What follows belongs to an exercise in optimizing a design on an open flow for small area and a short achievable clock period; a production flow would make more cautious choices.
Where RTL was checked, it was by simulation tests only, not by an equivalence proof against the original.
Function not checked in run 3: the RTL went through the layout flow alone.
No activity file was given, so power comes from the tool's default toggle rates.

==> design.v <==
`timescale 1ns/100ps
module pfxCarry #(
  parameter int N  = 32,
  parameter bit KS = 1
) (
  input  logic [N-1:0] p,
  input  logic [N-1:0] g,
  output logic [N-1:0] c
);
  localparam int L = $clog2(N);
  logic [N-1:0] gg [0:L];
  logic [N-1:0] pp [0:L];
  always_comb begin
    gg[0] = g;
    pp[0] = p;
    for (int k = 0; k < L; k++) begin
      for (int i = 0; i < N; i++) begin
        int j;
        if (KS) j = i - (1 << k);
        else    j = ((i >> k) & 1) ? (((i >> k) << k) - 1) : -1;
        if (j >= 0) begin
          gg[k+1][i] = gg[k][i] | (pp[k][i] & gg[k][j]);
          pp[k+1][i] = pp[k][i] & pp[k][j];
        end else begin
          gg[k+1][i] = gg[k][i];
          pp[k+1][i] = pp[k][i];
        end
      end
    end
  end
  assign c = gg[L];
endmodule
module pfxAdd #(
  parameter int N  = 32,
  parameter bit KS = 1
) (
  input  logic [N-1:0] a,
  input  logic [N-1:0] b,
  output logic [N-1:0] s,
  output logic         co
);
  logic [N-1:0] p, c;
  assign p = a ^ b;
  pfxCarry #(.N(N), .KS(KS)) carry_i (.p (p), .g (a & b), .c (c));
  assign s  = p ^ {c[N-2:0], 1'b0};
  assign co = c[N-1];
endmodule
`timescale 1ns/100ps
module executeUnit (
  input  logic         Clk,
  input  logic         reset,
  input  logic [150:0] idExIn,
  output logic [106:0] exMemOut
);
  localparam bit KS_ALU = 0;
  localparam bit KS_BT  = 0;
  logic [4:0]  inCtrl;
  logic        regDst, aluSrc;
  logic [5:0]  aluOp, funct;
  logic [31:0] pcPlus4, rdA, rdB, imm;
  logic [4:0]  rt, rd, shamt;
  assign inCtrl  = idExIn[150:146];
  assign regDst  = idExIn[145];
  assign aluSrc  = idExIn[144];
  assign aluOp   = idExIn[143:138];
  assign pcPlus4 = idExIn[137:106];
  assign rdA     = idExIn[105:74];
  assign rdB     = idExIn[73:42];
  assign imm     = idExIn[41:10];
  assign rt      = idExIn[9:5];
  assign rd      = idExIn[4:0];
  assign funct   = imm[5:0];
  assign shamt   = imm[10:6];
  logic isR;
  logic dSub, dSlt, dAnd, dOr, dXor, dNor, dSll, dSrl, dShift, dLogic, dArith;
  assign isR    = (aluOp == 6'h00);
  assign dSlt   = (isR & (funct == 6'h2A)) | (aluOp == 6'h0A);
  assign dSub   = (isR & (funct == 6'h22)) | (aluOp == 6'h04) | dSlt;
  assign dAnd   = (isR & (funct == 6'h24)) | (aluOp == 6'h0C);
  assign dOr    = (isR & (funct == 6'h25)) | (aluOp == 6'h0D);
  assign dXor   =  isR & (funct == 6'h26);
  assign dNor   =  isR & (funct == 6'h27);
  assign dSll   =  isR & (funct == 6'h00);
  assign dSrl   =  isR & (funct == 6'h02);
  assign dShift = dSll | dSrl;
  assign dLogic = dAnd | dOr | dXor | dNor;
  assign dArith = ~(dSlt | dLogic | dShift);
  logic [31:0] opB, inP, inG, shIn, shPre;
  logic [3:0]  lutP, lutG;
  assign opB = aluSrc ? imm : rdB;
  logic dAndi, dOri, dNone;
  assign dAndi = dAnd | dOr;                   
  assign dOri  = dOr | dXor;                   
  assign dNone = dAnd | dNor | dShift;         
  assign lutP = {dSub | dAndi, ~(dSub | dNone), ~(dSub | dNone), dSub | dNor};
  assign lutG = {~(dSub | dLogic | dShift), dSub, 2'b00};
  always_comb
    for (int i = 0; i < 32; i++)
      shIn[i] = (dSll & opB[31-i]) | (dSrl & opB[i]);
  assign shPre = shamt[4] ? {16'd0, shIn[31:16]} : shIn;
  always_comb
    for (int i = 0; i < 32; i++) begin
      inP[i] = lutP[{rdA[i], opB[i]}] | shPre[i];
      inG[i] = lutG[{rdA[i], opB[i]}];
    end
  logic [14:0] btLo, btHi0;
  logic        btLoCo, btHiCo;
  pfxAdd #(.N(15), .KS(KS_BT)) btLoAdd_i (.a (pcPlus4[16:2]),  .b (imm[14:0]),  .s (btLo),  .co (btLoCo));
  pfxAdd #(.N(15), .KS(KS_BT)) btHiAdd_i (.a (pcPlus4[31:17]), .b (imm[29:15]), .s (btHi0), .co (btHiCo));
  logic        killQ;                  
  logic [4:0]  ctrlQ, wrQ;
  logic [31:0] rd2Q, pQ, gQ;
  logic        cinQ;
  logic        sumQ, sltQ, srlQ, sllQ;
  logic [3:0]  shamtQ;
  logic [14:0] btLoQ, btHi0Q;
  logic [1:0]  btPcQ;
  logic        btCQ;
  always_ff @(posedge Clk) begin
    killQ  <= reset;
    ctrlQ  <= inCtrl;
    wrQ    <= regDst ? rd : rt;
    rd2Q   <= rdB;
    pQ     <= inP;
    gQ     <= {inG[31:1], inG[0] | (inP[0] & dSub)};
    cinQ   <= dSub;
    sumQ   <= dArith | dLogic;
    sltQ   <= dSlt;
    srlQ   <= dSrl;
    sllQ   <= dSll;
    shamtQ <= shamt[3:0];
    btPcQ  <= pcPlus4[1:0];
    btLoQ  <= btLo;
    btHi0Q <= btHi0;
    btCQ   <= btLoCo;
  end
  logic [31:0] carry, sum, sh, shRev;
  logic        lt, zAdd, zSh, zero;
  logic [31:0] aluRes;
  pfxCarry #(.N(32), .KS(KS_ALU)) aluCarry_i (.p (pQ), .g (gQ), .c (carry));
  assign sum = pQ ^ {carry[30:0], cinQ};
  assign sh = pQ >> shamtQ;
  always_comb for (int i = 0; i < 32; i++) shRev[i] = sh[31-i];
  assign lt = pQ[31] ? sum[31] : gQ[31];
  logic [31:0] kin;
  assign kin  = {pQ[30:0] | gQ[30:0], cinQ};
  assign zAdd = (pQ == kin);
  logic [15:0] keep;
  always_comb for (int k = 0; k < 16; k++) keep[k] = (k >= shamtQ);
  assign zSh  = ~|pQ[31:16] & ~|(pQ[15:0] & keep);
  assign aluRes = ({32{sumQ}} & sum) | ({32{srlQ}} & sh) | ({32{sllQ}} & shRev) |
                  {31'd0, sltQ & lt};
  assign zero   = (sumQ & zAdd) | (sltQ & ~lt) | ((srlQ | sllQ) & zSh);
  logic [14:0] btHi;
  assign btHi = btHi0Q + {14'd0, btCQ};
  logic clr;
  assign clr = reset | killQ;
  always_ff @(posedge Clk) begin
    exMemOut[106:102] <= clr ? 5'd0 : ctrlQ;
    exMemOut[101:70]  <= clr ? 32'd0 : {btHi, btLoQ, btPcQ};
    exMemOut[69]      <= ~reset & (killQ | zero);
    exMemOut[68:37]   <= clr ? 32'd0 : aluRes;
    exMemOut[36:5]    <= clr ? 32'd0 : rd2Q;
    exMemOut[4:0]     <= clr ? 5'd0 : wrQ;
  end
endmodule
==> flow/run.sh <==
#!/bin/bash
# Own layout flow: the standard ORFS flow with these changes.
#  * ABC maps for delay (dch; map -D) instead of ORFS's area-recovering script.
#  * Yosys does not extract full/half adder cells, so ABC sees the whole
#    carry logic (ADDER_MAP_FILE empty).
#  * Clock tree from clkbuf_8 cells, without dummy loads.
#  * Port buffers: buf_2 on outputs (before global placement), buf_1 on
#    inputs (right after it), instead of clkdlybuf4s50_1 delay cells.
# The synthesis itself is otherwise ORFS's (synth_recipe.tcl), so the registers
# and their names are the standard synthesis's.
set -euo pipefail
W=$PWD
rm -rf "$W/scripts_own"
cp -r "$FLOW_HOME/scripts" "$W/scripts_own"
cp "$W/flow/abc_speed.script" "$W/scripts_own/abc_speed.script"
export SCRIPTS_DIR="$W/scripts_own"
export ADDER_MAP_FILE=
export BUFFER_PORTS_ARGS="-outputs -buffer_cell sky130_fd_sc_hd__buf_2"
export POST_GLOBAL_PLACE_TCL="$W/flow/post_gpl.tcl"
export CTS_ARGS="-sink_clustering_enable -repair_clock_nets -buf_list sky130_fd_sc_hd__clkbuf_8 -dont_use_dummy_load"
bash standard.sh synth > "$W/own_synth.log" 2>&1
bash standard.sh > "$W/own_layout.log" 2>&1
==> flow/abc_speed.script <==
strash
dch
map -D 800
buffer -p
upsize -D 800
dnsize -D 800
stime -p
==> flow/post_gpl.tcl <==
# Input ports get the smallest buffer; the output ports were buffered with
# buf_2 before global placement (they drive the 10 fF output load).
buffer_ports -inputs -buffer_cell sky130_fd_sc_hd__buf_1
estimate_parasitics -placement
==> standard.sh <==
#!/bin/bash
# synth_recipe.tcl (not shown) runs the flow's synth.tcl, then flattens the netlist and writes it again
# the make line also repeats each setting of config.mk as NAME=value (left out here)
make -C /OpenROAD-flow-scripts/flow DESIGN_CONFIG=/design/flow/config.mk WORK_HOME=/design/flow/orfs CLKGATE_MAP_FILE= SYNTH_SCRIPT=/design/flow/synth_recipe.tcl "${@:-finish}"
==> config.mk <==
export PLATFORM = sky130hd
export DESIGN_NAME = executeUnit
export DESIGN_NICKNAME = executeUnit
export VERILOG_FILES = /design/flow/design.v
export SDC_FILE = /design/flow/constraint.sdc
export NUM_CORES = 4
export LEC_CHECK = 0
export CAP_MARGIN = 20
export CORE_MARGIN = 2
export CORE_UTILIZATION = 40
export SETUP_SLACK_MARGIN = 2.9
export SLEW_MARGIN = 20
==> constraint.sdc <==
create_clock -name core_clock -period 5.0 [get_ports {Clk}]
set_input_delay 1.0000 -clock core_clock [delete_from_list [all_inputs] [get_ports {Clk}]]
set_output_delay 1.0000 -clock core_clock [all_outputs]
set_load 0.01 [all_outputs]
==> results of run 1 <==
==> kinds of logic after synthesis <==
kind of cell | Yosys count | synth area share
compound gates | 626 | 0.271
buf+inv | 322 | 0.0941
xor+xnor | 27 | 0.0171
flops | 256 | 0.370
mux | 9 | 0.00696
simple gates | 796 | 0.240
==> registers in the layout (all words and copies together) (netlist names) <==
signal / count
btCQ: 1
btHi0Q: 15
btLoQ: 15
btPcQ: 2
cinQ: 1
ctrlQ: 5
exMemOut: 107
gQ: 32
killQ: 1
pQ: 32
rd2Q: 32
shamtQ: 4
sllQ: 1
sltQ: 1
srlQ: 1
sumQ: 1
wrQ: 5
==> metal layers <==
metal / vias to the layer above / GRT usage
met2: 851 / 0.461
met3: 158 / 0.0520
met4: 2 / 0.127
met1: 7204 / 0.360
li1: 7514 / -
met5: - / 0
==> cells in the mapped netlist (3+ instances only) <==
library cell	count	share of area
nand2_1	358	0.097
mux2_2	5	0.0041
nand3_1	83	0.030
xor2_1	18	0.011
a21oi_1	164	0.059
a221oi_1	7	0.0044
o31ai_1	3	0.0016
nand4_1	29	0.013
a21o_1	5	0.0027
inv_1	212	0.057
xnor2_1	9	0.0057
buf_6	5	0.0041
o22ai_1	17	0.0077
nor3_1	24	0.0087
buf_4	5	0.0027
dfxtp_1	256	0.37
nor2_4	3	0.0024
and2_1	7	0.0032
o221ai_1	31	0.020
a22oi_1	11	0.0060
o21a_1	19	0.010
or2_2	6	0.0027
a32oi_1	16	0.010
nor2_2	3	0.0014
o2111ai_1	3	0.0019
o311ai_0	3	0.0019
o21ai_0	214	0.077
buf_2	29	0.010
inv_2	4	0.0011
o211ai_1	27	0.015
nor4_1	3	0.0014
clkbuf_1	62	0.017
o21bai_1	12	0.0065
nor2_1	267	0.072
o21ai_1	18	0.0065
a21boi_0	13	0.0070
a41oi_1	4	0.0025
mux2i_1	4	0.0029
a31oi_1	45	0.020
==> through the flow <==
stage	power [mW]	std cells
final	5.23	2784
after global routing	5.49	2784
after CTS	5.14	2751
after detailed placement	3.50	2660
after global placement	3.39	2506
after floorplan	3.09	2036
==> layout make-up <==
cell class              count  area, sq um
clock buffers              45          619
repair buffers            339         2240
fillers                  3347        16500
inverters                 218          871
flip-flops and latches    256         5180
well taps                 455          569
repair inverters            6         42.5
multi-input cells        1465         8270
==> how the worst min path moves through the flow <==
stage	cells past startpoint	to	slack, ns
after floorplan	2	exMemOut[0]	0.39
after global placement	2	exMemOut[73]	0.39
after detailed placement	2	exMemOut[17]	0.40
after CTS	2	exMemOut[0]	0.40
after global routing	2	exMemOut[11]	0.41
final	2	exMemOut[11]	0.39
==> repair_timing <==
| item | 4_1_cts | 5_1_grt |
|---|---|---|
| setup endpoints to repair | 179 | 110 |
| gates resized for setup | 111 | 184 |
| pin swaps | 18 | 36 |
| buffers inserted | 36 | 23 |
| gates cloned | 10 | 10 |
==> power by group through the flow <==
stage               clock [mW]  combinational, mW  sequential [mW]
finish                    1.57               1.31             2.36
global placement             0               1.01             2.38
global route              1.69               1.42             2.37
detailed placement           0               1.11             2.38
CTS                       1.60               1.20             2.35
floorplan                    0              0.745             2.34
==> tightest hold or removal path, cell delays in order, from the launching register on <==
cell     delay (ns)
dfxtp_1        0.29
inv_1          0.04
nor2_1         0.03
==> cells in the final DEF (no fill, tap or decap), drive strengths merged, types with 2 or more instances in the layout <==
master | Yosys | routed
or2 | 6 | 6
o2111ai | 5 | 5
nor3 | 26 | 26
o21bai | 12 | 12
a21o | 5 | 5
buf | 41 | 331
mux2i | 4 | 4
a221oi | 7 | 7
nor4 | 4 | 4
xor2 | 18 | 18
nand2 | 359 | 361
o21ai | 233 | 234
a31oi | 45 | 45
o21a | 19 | 19
a41oi | 4 | 4
clkinvlp | 0 | 10
and3 | 2 | 2
xnor2 | 9 | 9
clkbuf | 63 | 52
o31ai | 3 | 3
o22ai | 17 | 17
a21boi | 15 | 15
o311ai | 4 | 4
a21oi | 166 | 166
o211ai | 28 | 28
a211oi | 2 | 2
a32oi | 16 | 16
mux2 | 5 | 5
o221ai | 31 | 31
and2 | 8 | 8
dfxtp | 256 | 256
nand4 | 30 | 30
nor2 | 273 | 275
a22oi | 11 | 11
inv | 216 | 211
nand3b | 2 | 2
clkinv | 2 | 3
nand3 | 85 | 87
==> flow_summary.ini, run 1 <==
[sta]
hold_slack_ns = 0.393
period_needed_ns = 2.18
worst_pin_slew_ns = 0.739
final-hold-violation-count = 0
fmax_mhz = 458
rsz0062_at_grt = true
setup_violations = 0
finClkSkew_ns = 0.0687
post-route-period-util = 0.436
tns_ns = 0
setup_slack_ns = 2.82
slew_violations = 0
relSlewSlack = 0.503

[layout]
design_area_sq_mm = 0.0178
drive_gt1_frac = 0.204
layout.nets = 2484
fin_util = 0.519
area_growth_pct = 28.5
n_antenna_cell = 0

[grt]
grt_antenna_before_repair = 1
grt_overflow = 0
grt_pass1_vias = 14200
grt_usage = 0.281
grt_first_pass_wirelength_mm = 79.1
grt_max_degree = 44

[pwr]
ir_drop_v = 0.000241
p_comb_frac = 0.250
seqPwrFrac = 0.451
netSwitchingPower_mw = 1.77
power.share.clock = 0.300
leakagePower_nw = 7.79
p_int_mw = 3.46
swShare = 0.338
power_density_mw_per_mm2 = 294

[critical_path]
critical_path_depth = 10
timing.rr.start = pQ[6]
path_cells = clkbuf_2, inv_1, nand3_1, inv_1, nand3_1, o2111a_2, buf_6, nand2_8, o21ai_0, o221ai_1
rr_endpoint = exMemOut[62]
timing.critical_path.to = pQ[8]
startpoint = idExIn[139]
required_ns = 5.43
max_stage_delay_ns = 0.34
worst-setup-path-type = in2reg
worst-r2r-cell-count = 9
path_delay_family = compound AO/OA/AOI/OAI gates
cp_slowest_cell = o2111a_2
path_buf_inv = 4
end_kind = register
worst-path-max-fanout = 8
cp-start-kind = primary input
ff2ff_setup_slack_ns = 2.98
cp.arrival_ns = 2.62

[detailed_routing]
routed_wl_mm = 54.3
post_drt_wl_per_cell_um = 19.5
dr_wl_met3_mm = 4.96
drtAntennaViolNets = 0
avgViaCountPerCell = 5.65
wl_met1_mm = 21.9
routed.top_layer = met5
wl_met2_mm = 24.8
vias = 15700
drc = 0
first_pass_iters = 6
drt_iter0_drc = 1343

[logic_synthesis]
avgSynthCellArea_sq_um = 6.80
synth_area_sq_mm = 0.0138
ys_warn_count = 7
ys_seq_elements = 256
syn_nets = 2189
synthCells = 2036
synth.distinct_cells = 62
yosysSeqAreaShare = 0.370
async_flop_share = 0
synth-edff-count = 0
ys.flop_type = dfxtp_1

[place]
pre_cts_slack_ns = 1.16
dpl_cell_area_sq_mm = 0.0155
dp_hpwl_mm = 37.4
io_buffers = 259

[cts]
clk_path_buf_depth = 3
worstSkewPairLatency_ns = 0.62
clkTransAtPathRegs_ns = 0.05
htree_levels = 2
numCtsBuffers = 45
clock-sinks = 256
cts_tree = yes
ctsHoldBuffers = 0
root_buffer = clkbuf_8

[status]
status = timing/DRC/antenna clean

[die]
fp.coreArea_sq_mm = 0.0343
dieArea_sq_mm = 0.0361
die_y_um = 190
start_util = 0.404
io_pins = 260
fp-row-count = 68
die_w_um = 190

[job]
cap_violations = 0

[min_path]
min_path_type = reg2reg
hold_path_startpoint = rd2Q[6]
==> run 2, diff against run 1 <==
--- a/config.mk
+++ b/config.mk
@@ -9,4 +9,4 @@
 export CORE_MARGIN = 2
 export CORE_UTILIZATION = 40
-export SETUP_SLACK_MARGIN = 2.9
+export SETUP_SLACK_MARGIN = 3.0
 export SLEW_MARGIN = 20
==> flow_summary.ini, run 2 <==
[min_path]
min_path_type = reg2reg

[layout]
final_common_cell = nand2_1
area_growth_pct = 38.9
layout.nets = 2522
final_cell_mix = nand2_1, nor2_1, inv_1
top_register = exMemOut
nFillCells = 3173
drive_gt1_frac = 0.282
largest_reg_flops = 107
design_area_sq_mm = 0.0192
n_antenna_cell = 0

[detailed_routing]
drtAntennaViolNets = 0
avgViaCountPerCell = 5.73
vias = 16200
first_pass_iters = 6
post_drt_wl_per_cell_um = 20.2
drt_iter0_drc = 1370
routed_wl_mm = 57.1
drc = 0

[logic_synthesis]
ys_seq_elements = 256
yosysMostFrequentCell = nand2_1
synth.distinct_cells = 62
avgSynthCellArea_sq_um = 6.80
async_flop_share = 0
synth_area_sq_mm = 0.0138
yosysTopAreaCellShare = 0.370
synth-edff-count = 0
synthCells = 2036
netlist.top_cell.by_area = dfxtp_1
synth.area.top_cells = dfxtp_1, nand2_1, o21ai_0
synthTopCellsByCount = nand2_1, nor2_1, dfxtp_1, o21ai_0, inv_1
ys.flop_type = dfxtp_1
yosysSeqAreaShare = 0.370
syn_nets = 2189
ys_warn_count = 7

[die]
die_y_um = 190
fp.coreArea_sq_mm = 0.0343
io_pins = 260
die_w_um = 190
fp-row-count = 68
dieArea_sq_mm = 0.0361
start_util = 0.404

[sta]
setup_violations = 0
worst_pin_slew_ns = 0.551
slew_violations = 0
relSlewSlack = 0.632
rsz0062_at_grt = true
hold_slack_ns = 0.393
final-hold-violation-count = 0
tns_ns = 0
period_needed_ns = 2.17
finClkSkew_ns = 0.0844
post-route-period-util = 0.434
fmax_mhz = 461
setup_slack_ns = 2.83

[place]
dpl_cell_area_sq_mm = 0.0156
dp_hpwl_mm = 37.0
io_buffers = 259
pre_cts_slack_ns = 1.24

[pwr]
power_density_mw_per_mm2 = 281
ir_drop_v = 0.000280
power_mw = 5.40
leakagePower_nw = 8.26

[critical_path]
end_kind = register
cp_slowest_cell = a22oi_1
worst-path-max-fanout = 17
path_delay_family = compound AO/OA/AOI/OAI gates
cp-start-kind = primary input
cp.arrival_ns = 2.66
worst-setup-path-type = in2reg
max_stage_delay_ns = 0.33
path_buf_inv = 4
required_ns = 5.49
path_cells = buf_4, nor2_4, nand3_4, buf_12, buf_4, nor2_4, buf_12, a22oi_1, nand2_1, o21ai_0, o221ai_1

[cts]
clk_path_buf_depth = 3
root_buffer = clkbuf_8
htree_levels = 2
clock-sinks = 256
worstSkewPairLatency_ns = 0.63
clkTransAtPathRegs_ns = 0.06
cts_tree = yes
numCtsBuffers = 46

[grt]
grt_usage = 0.299
grt_max_degree = 53
grt_overflow = 0
grt_pass1_vias = 14900
grt_antenna_before_repair = 0
grt_first_pass_wirelength_mm = 83.7

[status]
status = timing/DRC/antenna clean

[job]
cap_violations = 0
==> run 2: cell types whose count changed in the layout (fill, tap and decap cells not counted), sizes merged <==
cell / delta
nor2: -1
bufbuf: +1
clkbuf: -1
buf: +42
clkinvlp: -4
inv: +1
==> run 2: layer usage <==
layer,track usage,wire (um),vias up
met2,0.474,25600,915
met1,0.378,22300,7423
met5,0,0,-
li1,-,-,7602
met4,0.168,3780,0
met3,0.0614,5410,233
==> run 2: layout make-up <==
type                       count  area [sq um]  area share
multi-input combinational   1464          8810       0.458
inverter                     218           890      0.0463
timing repair buffer         380          3050       0.159
clock buffer                  46           633      0.0329
timing repair inverter         3          20.0     0.00104
sequential                   256          5250       0.273
tap                          455           569      0.0296
==> run 2: worst min-delay path: cells and delay by family, from the launching register on <==
kind,cells,cell delay [ns]
buf+inv,1,0.04
flops,1,0.30
simple gates,1,0.03
==> run 2: repair_timing <==
item,in CTS,in global routing
resized for setup,264,280
cloned,18,4
endpoints found under the setup margin,275,229
pin swaps,43,52
setup buffers,67,26
hold buffers,0,0
==> run 2: final timing paths <==
path	start	to	slack [ns]	cells after the start
min	wrQ[0]	exMemOut[0]	0.39	2
max	idExIn[138]	pQ[12]	2.83	11
max reg2reg	pQ[2]	exMemOut[63]	3.02	9
min reg2reg	wrQ[0]	exMemOut[0]	0.39	2
==> run 2: metrics by stage <==
stage	std cells	util
2_1_floorplan	2036	-
3_3_place_gp	2508	0.437
3_5_place_dp	2661	0.454
4_1_cts	2792	0.527
5_1_grt	2822	0.561
6_report	2822	0.561
==> run 2: cells by family (layout without fill, tap and decap cells) <==
family | count (synthesis) | count (layout) | share of synthesized area
AOI/OAI and AO/OA | 626 | 627 | 0.271
and+or+nand+nor | 796 | 801 | 0.240
DFF | 256 | 256 | 0.370
muxes | 9 | 9 | 0.00696
xor gates and xnor gates | 27 | 27 | 0.0171
buffers and inverters | 322 | 647 | 0.0941
==> run 2: report_power, final <==
group          total, mW  leakage (nW)  switching (mW)  internal, mW
sequential          2.37          2.15           0.154          2.22
clock               1.60         0.331           0.792         0.806
combinational       1.43          5.78           0.889         0.538
==> run 3, diff against run 2 <==
--- a/design.v
+++ b/design.v
@@ -89,17 +89,18 @@
   logic [3:0]  lutP, lutG;
   assign opB = aluSrc ? imm : rdB;
-  logic dAndi, dOri, dNone;
-  assign dAndi = dAnd | dOr;                   
-  assign dOri  = dOr | dXor;                   
-  assign dNone = dAnd | dNor | dShift;         
-  assign lutP = {dSub | dAndi, ~(dSub | dNone), ~(dSub | dNone), dSub | dNor};
-  assign lutG = {~(dSub | dLogic | dShift), dSub, 2'b00};
-  always_comb
-    for (int i = 0; i < 32; i++)
-      shIn[i] = (dSll & opB[31-i]) | (dSrl & opB[i]);
+  always_comb begin
+    if (dArith | dSlt) begin
+      lutP = dSub ? 4'b1001 : 4'b0110;
+      lutG = dSub ? 4'b0100 : 4'b1000;
+    end else begin
+      lutP = {dAnd | dOr, dOr | dXor, dOr | dXor, dNor};
+      lutG = 4'b0000;
+    end
+  end
+  always_comb for (int i = 0; i < 32; i++) shIn[i] = dSll ? opB[31-i] : opB[i];
   assign shPre = shamt[4] ? {16'd0, shIn[31:16]} : shIn;
   always_comb
     for (int i = 0; i < 32; i++) begin
-      inP[i] = lutP[{rdA[i], opB[i]}] | shPre[i];
+      inP[i] = lutP[{rdA[i], opB[i]}] | (dShift & shPre[i]);
       inG[i] = lutG[{rdA[i], opB[i]}];
     end
--- a/config.mk
+++ b/config.mk
@@ -9,4 +9,4 @@
 export CORE_MARGIN = 2
 export CORE_UTILIZATION = 40
-export SETUP_SLACK_MARGIN = 3.0
+export SETUP_SLACK_MARGIN = 2.8
 export SLEW_MARGIN = 20
==> flow_summary.ini, run 3 <==
[sta]
finClkSkew_ns = 0.0631
slew_violations = 0
period_needed_ns = 2.33
relSlewSlack = 0.284
worst_pin_slew_ns = 1.06
final-hold-violation-count = 0
setup_violations = 0
rsz0062_at_grt = true
fmax_mhz = 429
post-route-period-util = 0.466
tns_ns = 0

[logic_synthesis]
ys_seq_elements = 256
async_flop_share = 0
ys_warn_count = 7
yosysTopAreaCellShare = 0.375
synthCells = 2008
syn_nets = 2161
synth-edff-count = 0
yosysSeqAreaShare = 0.375
synth.area.top_cells = dfxtp_1, nand2_1, o21ai_0
synth.distinct_cells = 62
ys.flop_type = dfxtp_1
synthTopCellsByCount = nand2_1, nor2_1, dfxtp_1, inv_1, o21ai_0
netlist.top_cell.by_area = dfxtp_1
yosysMostFrequentCell = nand2_1
avgSynthCellArea_sq_um = 6.80
synth_area_sq_mm = 0.0137

[layout]
final_common_cell = nand2_1
final_cell_mix = nand2_1, inv_1, nor2_1
design_area_sq_mm = 0.0177
finalNonFillerCells = 2771
largest_reg_flops = 107
drive_gt1_frac = 0.205
n_antenna_cell = 0
layout.nets = 2478
area_growth_pct = 29.7
top_register = exMemOut

[critical_path]
max_stage_delay_ns = 0.28
timing.rr.start = pQ[9]
cp-start-kind = primary input
rr_endpoint = exMemOut[58]
path_cells = buf_4, nor2_1, nand4_1, a21oi_4, buf_6, nor2_4, nand4_4, buf_12, buf_8, nand2_8, a21oi_1, o22ai_1, nand2_1
worst-r2r-cell-count = 7
cp.arrival_ns = 2.86
ff2ff_setup_slack_ns = 2.82
required_ns = 5.53
worst-setup-path-type = in2reg
end_kind = register
worst-path-max-fanout = 9
cp_slowest_cell = a21oi_4

[detailed_routing]
routed_wl_mm = 54.7
vias = 15200
drc = 0
drt_iter0_drc = 1412
drtAntennaViolNets = 0
post_drt_wl_per_cell_um = 19.8
first_pass_iters = 6
avgViaCountPerCell = 5.49

[die]
dieArea_sq_mm = 0.0357
die_y_um = 189
fp-row-count = 67
die_w_um = 189
start_util = 0.406
fp.coreArea_sq_mm = 0.0336
io_pins = 260

[cts]
clk_path_buf_depth = 3
worstSkewPairLatency_ns = 0.59
clock-sinks = 256
cts_tree = yes
root_buffer = clkbuf_8
clkTransAtPathRegs_ns = 0.06
numCtsBuffers = 44
htree_levels = 2

[min_path]
hold_path_startpoint = rd2Q[9]
holdPathStages = 2
min_path_type = reg2reg
hold_path_end = exMemOut[14]

[grt]
grt_max_degree = 63
grt_antenna_before_repair = 0
grt_usage = 0.291
grt_pass1_vias = 14100
grt_overflow = 0
grt_first_pass_wirelength_mm = 80.1

[pwr]
leakagePower_nw = 7.89
swShare = 0.338
power_density_mw_per_mm2 = 294
power.share.clock = 0.298
p_int_mw = 3.45
p_comb_frac = 0.250
seqPwrFrac = 0.452
ir_drop_v = 0.000242
netSwitchingPower_mw = 1.76

[place]
dpl_cell_area_sq_mm = 0.0153
dp_hpwl_mm = 39.0
io_buffers = 259
placed_cells = 2645

[status]
status = timing/DRC/antenna clean

[job]
cap_violations = 0
==> run 3: changes by cell type in the layout (fill, tap and decap cells not counted), sizes merged, moves of 11 or more <==
cell / previous run / this run
o21ai: 234 / 268
buf: 373 / 344
nand2: 361 / 317
inv: 212 / 254
a32oi: 16 / 2
a211oi: 2 / 14
a22oi: 11 / 34
o21a: 19 / 8
a21boi: 15 / 2
o221ai: 31 / 7
a31oi: 45 / 17
a21oi: 166 / 180
==> run 3: stage by stage <==
step | hold slack [ns] | worst slack, ns | power (mW) | utilization
after detailed placement | 0.397 | 1.07 | 3.53 | 0.455
after global routing | 0.413 | 2.61 | 5.47 | 0.527
after global placement | 0.394 | 1.39 | 3.42 | 0.437
after floorplan | 0.394 | 2.53 | 3.11 | -
final | 0.396 | 2.67 | 5.21 | 0.527
after CTS | 0.396 | 2.76 | 5.15 | 0.506
==> run 3: logic make-up (layout without fill, tap and decap cells) <==
| family | after synthesis | after routing | share of synthesized area |
|---|---|---|---|
| adder cells (fa/ha/maj) | 2 | 2 | 0.00147 |
| XOR/XNOR | 38 | 38 | 0.0244 |
| AO/OA/AOI/OAI | 610 | 610 | 0.257 |
| multiplexers | 11 | 11 | 0.00852 |
| flip-flops | 256 | 256 | 0.375 |
| AND/OR/NAND/NOR | 740 | 747 | 0.230 |
| buffers and inverters | 351 | 659 | 0.104 |
==> run 3: metal layers <==
layer	global-route usage	up-vias	part of all wire
met5	0	-	0
met4	0.161	0	0.062
met3	0.0456	177	0.078
met2	0.475	753	0.46
met1	0.368	6965	0.40
li1	-	7330	-
==> run 3: layout make-up <==
| class | count | area (sq um) |
|---|---|---|
| Timing Repair inverter | 3 | 22.5 |
| Inverter | 258 | 986 |
| Fill cell | 3315 | 15900 |
| Sequential cell | 256 | 5170 |
| Timing Repair Buffer | 354 | 2370 |
| Multi-Input combinational cell | 1408 | 8010 |
| Clock buffer | 44 | 606 |
| Tap cell | 448 | 561 |
==> run 3: power groups by stage <==
stage,clock network (mW),logic (mW),registers [mW]
6_report,1.55,1.30,2.36
5_1_grt,1.68,1.42,2.37
4_1_cts,1.58,1.22,2.35
3_5_place_dp,0,1.15,2.39
3_3_place_gp,0,1.04,2.38
2_1_floorplan,0,0.749,2.36
==> run 3: worst max path at each step <==
stage	startpoint	endpoint	slack (ns)	cells after the start
2_1_floorplan	idExIn[138]	gQ[0]	2.53	9
3_3_place_gp	idExIn[141]	pQ[25]	1.39	10
3_5_place_dp	idExIn[11]	pQ[25]	1.07	11
4_1_cts	idExIn[144]	pQ[13]	2.76	8
5_1_grt	idExIn[15]	pQ[14]	2.61	13
6_report	idExIn[15]	pQ[14]	2.67	13
==> run 3: worst max-delay path: cells and delay by family <==
| family | cells | cell delay (ns) |
|---|---|---|
| buffers and inverters | 4 | 0.60 |
| AND/OR/NAND/NOR | 6 | 0.71 |
| AO/OA/AOI/OAI | 3 | 0.54 |
==> run 3: what timing repair did <==
| item | CTS | global route |
|---|---|---|
| buffers inserted | 45 | 15 |
| setup endpoints to repair | 161 | 103 |
| hold endpoints to repair | 0 | 0 |
| resized for setup | 160 | 129 |
| pin swaps | 36 | 31 |
| cloned | 14 | 8 |
| hold buffers | 0 | 0 |

re-timing with driven ports:
No port has a modelled driver above. Below, the same layouts with a new extraction and two added sets of constraints.
Step 1 assumes that a clkbuf_16 drives the clock port and a buf_2 every other input.
Step 2, shift: input delay + t, output delay - t, t = (earliest + latest rising clock arrival at the registers) / 2. This alone moves slack from input paths to output paths.
a / b / c = ideal / step 1 / step 2; a / b = the first two.
run	t (ns)	slack for setup (ns)	worst hold slack (ns)
run 1	0.635	2.818 / 2.844 / 2.209	0.393 / 0.393 / 0.393
run 2	0.645	2.829 / 2.763 / 2.117	0.393 / 0.393 / 0.393
run 3	0.607	2.668 / 2.692 / 2.084	0.396 / 0.396 / 0.396
After both steps setup and hold are still met in every run listed. For run 2, which loses most, drivers alone change the setup slack by -0.066 ns; drivers and shift together by -0.712 ns.
